This is an optimization exercise on Yosys and OpenROAD, whose aim is small area, a short achievable clock period and few clock cycles per item, not a production implementation.

==> inputs of branch willow <==
## fft_stage_engine
module fft_stage_engine #(
    parameter int unsigned N_PTS  = 32,
    parameter int unsigned N_BFLY = 4,
    parameter int unsigned DW     = 16
) (
    input  logic                 clk,
    input  logic                 reset,
    input  logic                 in_valid,
    output logic                 in_ready,
    input  logic [2*DW-1:0]      in_data,
    output logic                 out_valid,
    input  logic                 out_ready,
    output logic [2*(DW+1)-1:0]  out_data,
    output logic                 out_last,
    output logic                 busy,
    output logic                 done
);
clock: 5.5 ns
lec_check: 0
cap_margin: 20
core_margin: 2
core_utilization: 50
setup_slack_margin: 3.3
slew_margin: 20
run.sh (not shown) runs the stock make flow with config.mk's settings and CLKGATE_MAP_FILE= SYNTH_SCRIPT=/design/flow/synth_recipe.tcl, a recipe that flattens the netlist after the stock synthesis.
==> branch garnet (differences from branch willow) <==
--- a/flow/design.v
+++ b/flow/design.v
@@ -3,21 +3,22 @@
 endpackage
 module fft_bfly2 #(
     parameter int unsigned DW = 16
 ) (
     input  logic [2*DW-1:0]     a,
     input  logic [2*DW-1:0]     b,
-    input  logic                sub,
-    output logic [2*(DW+1)-1:0] y
+    output logic [2*(DW+1)-1:0] y0_c,
+    output logic [2*(DW+1)-1:0] y1_c
 );
     logic signed [DW:0] ar, ai, br, bi;
     assign ar = {a[2*DW-1], a[2*DW-1:DW]};
     assign ai = {a[DW-1],   a[DW-1:0]};
     assign br = {b[2*DW-1], b[2*DW-1:DW]};
     assign bi = {b[DW-1],   b[DW-1:0]};
-    assign y = sub ? {ar - br, ai - bi} : {ar + br, ai + bi};
+    assign y0_c = {ar + br, ai + bi};
+    assign y1_c = {ar - br, ai - bi};
 endmodule
 module fft_stage_engine #(
     parameter int unsigned N_PTS  = 32,
     parameter int unsigned N_BFLY = 4,
     parameter int unsigned DW     = 16
 ) (
@@ -467,47 +468,47 @@
             5'd29: thr = 5'd0;
             5'd30: thr = 5'd0;
             5'd31: thr = 5'd1;
             default: thr = 5'd0;
         endcase
     endfunction
-    function automatic logic [4:0] thr_next2(input logic [4:0] s);
+    function automatic logic [4:0] thr_next(input logic [4:0] s);
         case (s)
-            5'd0: thr_next2 = 5'd7;
-            5'd1: thr_next2 = 5'd22;
-            5'd2: thr_next2 = 5'd1;
-            5'd3: thr_next2 = 5'd16;
-            5'd4: thr_next2 = 5'd7;
-            5'd5: thr_next2 = 5'd22;
-            5'd6: thr_next2 = 5'd0;
-            5'd7: thr_next2 = 5'd10;
-            5'd8: thr_next2 = 5'd1;
-            5'd9: thr_next2 = 5'd16;
-            5'd10: thr_next2 = 5'd0;
-            5'd11: thr_next2 = 5'd10;
-            5'd12: thr_next2 = 5'd1;
-            5'd13: thr_next2 = 5'd16;
-            5'd14: thr_next2 = 5'd0;
-            5'd15: thr_next2 = 5'd1;
-            5'd16: thr_next2 = 5'd0;
-            5'd17: thr_next2 = 5'd7;
-            5'd18: thr_next2 = 5'd0;
-            5'd19: thr_next2 = 5'd1;
-            5'd20: thr_next2 = 5'd0;
-            5'd21: thr_next2 = 5'd7;
-            5'd22: thr_next2 = 5'd0;
-            5'd23: thr_next2 = 5'd0;
-            5'd24: thr_next2 = 5'd0;
-            5'd25: thr_next2 = 5'd1;
-            5'd26: thr_next2 = 5'd0;
-            5'd27: thr_next2 = 5'd0;
-            5'd28: thr_next2 = 5'd0;
-            5'd29: thr_next2 = 5'd1;
-            5'd30: thr_next2 = 5'd1;
-            5'd31: thr_next2 = 5'd16;
-            default: thr_next2 = 5'd0;
+            5'd0: thr_next = 5'd16;
+            5'd1: thr_next = 5'd7;
+            5'd2: thr_next = 5'd22;
+            5'd3: thr_next = 5'd1;
+            5'd4: thr_next = 5'd16;
+            5'd5: thr_next = 5'd7;
+            5'd6: thr_next = 5'd22;
+            5'd7: thr_next = 5'd0;
+            5'd8: thr_next = 5'd10;
+            5'd9: thr_next = 5'd1;
+            5'd10: thr_next = 5'd16;
+            5'd11: thr_next = 5'd0;
+            5'd12: thr_next = 5'd10;
+            5'd13: thr_next = 5'd1;
+            5'd14: thr_next = 5'd16;
+            5'd15: thr_next = 5'd0;
+            5'd16: thr_next = 5'd1;
+            5'd17: thr_next = 5'd0;
+            5'd18: thr_next = 5'd7;
+            5'd19: thr_next = 5'd0;
+            5'd20: thr_next = 5'd1;
+            5'd21: thr_next = 5'd0;
+            5'd22: thr_next = 5'd7;
+            5'd23: thr_next = 5'd0;
+            5'd24: thr_next = 5'd0;
+            5'd25: thr_next = 5'd0;
+            5'd26: thr_next = 5'd1;
+            5'd27: thr_next = 5'd0;
+            5'd28: thr_next = 5'd0;
+            5'd29: thr_next = 5'd0;
+            5'd30: thr_next = 5'd1;
+            5'd31: thr_next = 5'd1;
+            default: thr_next = 5'd0;
         endcase
     endfunction
     logic [FW-1:0] wf;
     logic [4:0]    ws;
     logic [AW-1:0] waddr;
     logic [FW-1:0] rf;
@@ -516,40 +517,27 @@
     logic [DB-1:0] d;
     logic          av;
     logic [1:0]    nfr, nfr_n;
     logic [2*DW-1:0] mem [NS];
     logic          wr_fire, rd_fire, pair_fire, out_load, out_fire;
     logic          in_last, out_done;
-    logic          cv;                 
     logic          pv, pl;             
-    logic          half;               
-    logic [2*DW-1:0] rc, ra, rb;
-    logic [OW-1:0] y_c;
-    logic [NS-1:0]   rsel;
-    logic [2*DW-1:0] rdat;
-    always_comb begin
-        rdat = '0;
-        for (int i = 0; i < NS; i++) begin
-            rsel[i] = (raddr == AW'(i));
-            rdat = rdat | ({2*DW{rsel[i]}} & mem[i]);
-        end
-    end
-    logic [DB-1:0] th0, th1;
+    logic [2*DW-1:0] ra, rb;
+    logic          dv, dl;             
+    logic [OW-1:0] dh;
+    logic [OW-1:0] y0_c, y1_c;
     logic          av_inc, av_dec, av_both, rdy_inc;
-    logic [DB-1:0] d_inc, d_dec;
-    assign d_inc   = d + 1'b1;
-    assign d_dec   = d - 1'b1;
-    assign av_inc  = ({1'b0, d} + 1'b1) >= {1'b0, th0};
-    assign av_both = d >= th1;
-    assign av_dec  = d > th1;
+    assign av_inc  = ({1'b0, d} + 1'b1) >= {1'b0, thr(rs)};
+    assign av_both = d >= thr_next(rs);
+    assign av_dec  = d > thr_next(rs);
     assign rdy_inc = d < DB'(NS - 1);
     assign wr_fire   = in_valid && in_ready;
     assign out_load  = !out_valid || out_ready;
     assign out_fire  = out_valid && out_ready;
-    assign pair_fire = rs[0] && (!pv || (half && out_load));
-    assign rd_fire   = av && (!rs[0] || pair_fire);
+    assign pair_fire = pv && !dv && out_load;
+    assign rd_fire   = av && (!pv || (!dv && out_load));
     assign in_last   = wr_fire && (ws == 5'd31);
     assign out_done  = out_fire && out_last;
     always_comb begin
         nfr_n = nfr;
         if (in_last && !out_done) nfr_n = nfr + 1'b1;
         if (!in_last && out_done) nfr_n = nfr - 1'b1;
@@ -560,19 +548,17 @@
             ws        <= '0;
             waddr     <= '0;
             rf        <= '0;
             rs        <= '0;
             raddr     <= AW'(0);
             d         <= '0;
-            th0       <= thr(5'd0);
-            th1       <= thr(5'd1);
             av        <= 1'b0;   
             nfr       <= '0;
             in_ready  <= 1'b1;
             pv        <= 1'b0;
-            half      <= 1'b0;
+            dv        <= 1'b0;
             out_valid <= 1'b0;
             busy      <= 1'b0;
             done      <= 1'b0;
         end else begin
             if (wr_fire) begin
                 if (ws == 5'd31) wf <= (wf == FW'(NP - 1)) ? '0 : wf + 1'b1;
@@ -580,50 +566,53 @@
                 waddr <= wslot_next(wf, ws);
             end
             if (rd_fire) begin
                 if (rs == 5'd31) rf <= (rf == FW'(NP - 1)) ? '0 : rf + 1'b1;
                 rs    <= rs + 1'b1;
                 raddr <= rslot_next(rf, rs);
-                th0   <= th1;
-                th1   <= thr_next2(rs);
             end
-            case ({wr_fire, rd_fire})
-                2'b10:   d <= d_inc;
-                2'b01:   d <= d_dec;
-                default: d <= d;
-            endcase
+            if (wr_fire && !rd_fire) d <= d + 1'b1;
+            if (!wr_fire && rd_fire) d <= d - 1'b1;
             if (rd_fire) av <= wr_fire ? av_both : av_dec;
             else if (wr_fire) av <= av_inc;
             in_ready <= rd_fire || (in_ready && (!in_valid || rdy_inc));
-            if (rd_fire && rs[0])          pv <= 1'b1;
-            else if (out_load && half)     pv <= 1'b0;
-            if (rd_fire && rs[0])          half <= 1'b0;
-            else if (out_load && pv)       half <= !half;
-            if (out_load) out_valid <= pv;
+            if (rd_fire && rs[0]) pv <= 1'b1;
+            else if (pair_fire)   pv <= 1'b0;
+            if (pair_fire)        dv <= 1'b1;
+            else if (out_load)    dv <= 1'b0;
+            if (out_load) out_valid <= dv || pv;
             nfr  <= nfr_n;
             busy <= (nfr_n != 2'd0);
             done <= out_done;
         end
     end
     fft_bfly2 #(.DW(DW)) u_bfly (
         .a    (ra),
         .b    (rb),
-        .sub  (half),
-        .y    (y_c)
+        .y0_c (y0_c),
+        .y1_c (y1_c)
     );
     always_ff @(posedge clk) begin
         if (wr_fire) mem[waddr] <= in_data;
         if (rd_fire) begin
             if (rs[0]) begin
-                ra <= rc;
-                rb <= rdat;
+                rb <= mem[raddr];
                 pl <= (rs == 5'd31);
             end else begin
-                rc <= rdat;
+                ra <= mem[raddr];
             end
         end
+        if (pair_fire) begin
+            dh <= y1_c;
+            dl <= pl;
+        end
         if (out_load) begin
-            out_data <= y_c;
-            out_last <= half && pl;
+            if (dv) begin
+                out_data <= dh;
+                out_last <= dl;
+            end else begin
+                out_data <= y0_c;
+                out_last <= 1'b0;
+            end
         end
     end
 endmodule
==> flow/config.mk (replaced) <==
export PLATFORM = sky130hd
export DESIGN_NAME = fft_stage_engine
export DESIGN_NICKNAME = fft_stage_engine
export VERILOG_FILES = /design/flow/design.v
export SDC_FILE = /design/flow/constraint.sdc
export NUM_CORES = 4
export LEC_CHECK = 0
export CAP_MARGIN = 20
export CORE_MARGIN = 2
export CORE_UTILIZATION = 40
export SLEW_MARGIN = 20
==> branch nickel (differences from branch willow) <==
--- a/flow/config.mk
+++ b/flow/config.mk
@@ -4,9 +4,11 @@
 export VERILOG_FILES = /design/flow/design.v
 export SDC_FILE = /design/flow/constraint.sdc
 export NUM_CORES = 4
 export LEC_CHECK = 0
 export CAP_MARGIN = 20
 export CORE_MARGIN = 2
-export CORE_UTILIZATION = 50
+export CORE_UTILIZATION = 70
+export CTS_BUF_LIST = sky130_fd_sc_hd__clkbuf_8
+export CTS_CLUSTER_SIZE = 24
 export SETUP_SLACK_MARGIN = 3.3
 export SLEW_MARGIN = 20
==> impl_metrics.env <==
export IMPL_htreeDepth=3
export IMPL_cts_resized=0
export IMPL_root_buffer="clkbuf_16"
export IMPL_power_sequential_mw=8.79
export IMPL_vdd_drop_max_v=0.000260
export IMPL_status="finished clean"
export IMPL_p_sw_share_pct=26.7
the above is filed under branch garnet

==> impl_metrics.env <==
export IMPL_route_detailed_drc=0
export IMPL_synthSimpleGateAreaFrac_pct=7.19
export IMPL_cts_max_path_buffers=3
export IMPL_cts_resized=508
export IMPL_status="finished clean"
export IMPL_path_buf_inv=0
export IMPL_largestRegisters="mem (768), out_data (34)"
export IMPL_htreeDepth=3
export IMPL_power_sequential_mw=8.76
export IMPL_power_mw=20.4
export IMPL_antenna_left=0
export IMPL_finalSetupTns_ns=0
export IMPL_largest_reg_flops=768
the above is filed under branch willow

==> impl_metrics.env <==
export IMPL_status="finished clean"
export IMPL_synth_compound_area_share_pct=11.9
export IMPL_root_buffer="clkbuf_8"
export IMPL_clk_share_pct=5.49
export IMPL_rsz0062_at_grt="true"
export IMPL_synth_top_family_by_area="compound AO/OA/AOI/OAI gates"
export IMPL_power_sequential_mw=8.78
export IMPL_post_dp_cell_area_um2=40000
export IMPL_cts_resized=429
export IMPL_path_max_fanout=4
export IMPL_p_sw_share_pct=31.4
the above is filed under branch nickel

No functional check of the RTL was part of any run of this note.

## static timing again, ports no longer ideal
How much do the figures lean on ideal ports? The routed layouts below were timed once more, with nothing changed but the port constraints.
Step 1 (the two cells are an assumption about what drives the block):
set clk [get_ports {clk}]
set_driving_cell -lib_cell sky130_fd_sc_hd__clkbuf_16 $clk
set_driving_cell -lib_cell sky130_fd_sc_hd__buf_2 [delete_from_list [all_inputs] $clk]
Step 2 also shifts input and output timing later by t, the mid clock arrival at the registers, as if the neighbouring blocks saw the same clock.
a / b / c = no drivers / after step 1 / after step 2; a / b = the first two.
run	t, ns	slack for setup (ns)	pins driven straight from the clock port
branch willow	0.728	2.393 / 2.393 / 2.379	1
branch garnet	0.720	1.719 / 1.761 / 1.041	1
branch nickel	0.887	2.307 / 2.307 / 2.064	1
After both steps every run listed still meets setup and hold. For branch garnet, which loses most, drivers alone change the setup slack by +0.042 ns; drivers and shift together by -0.678 ns.
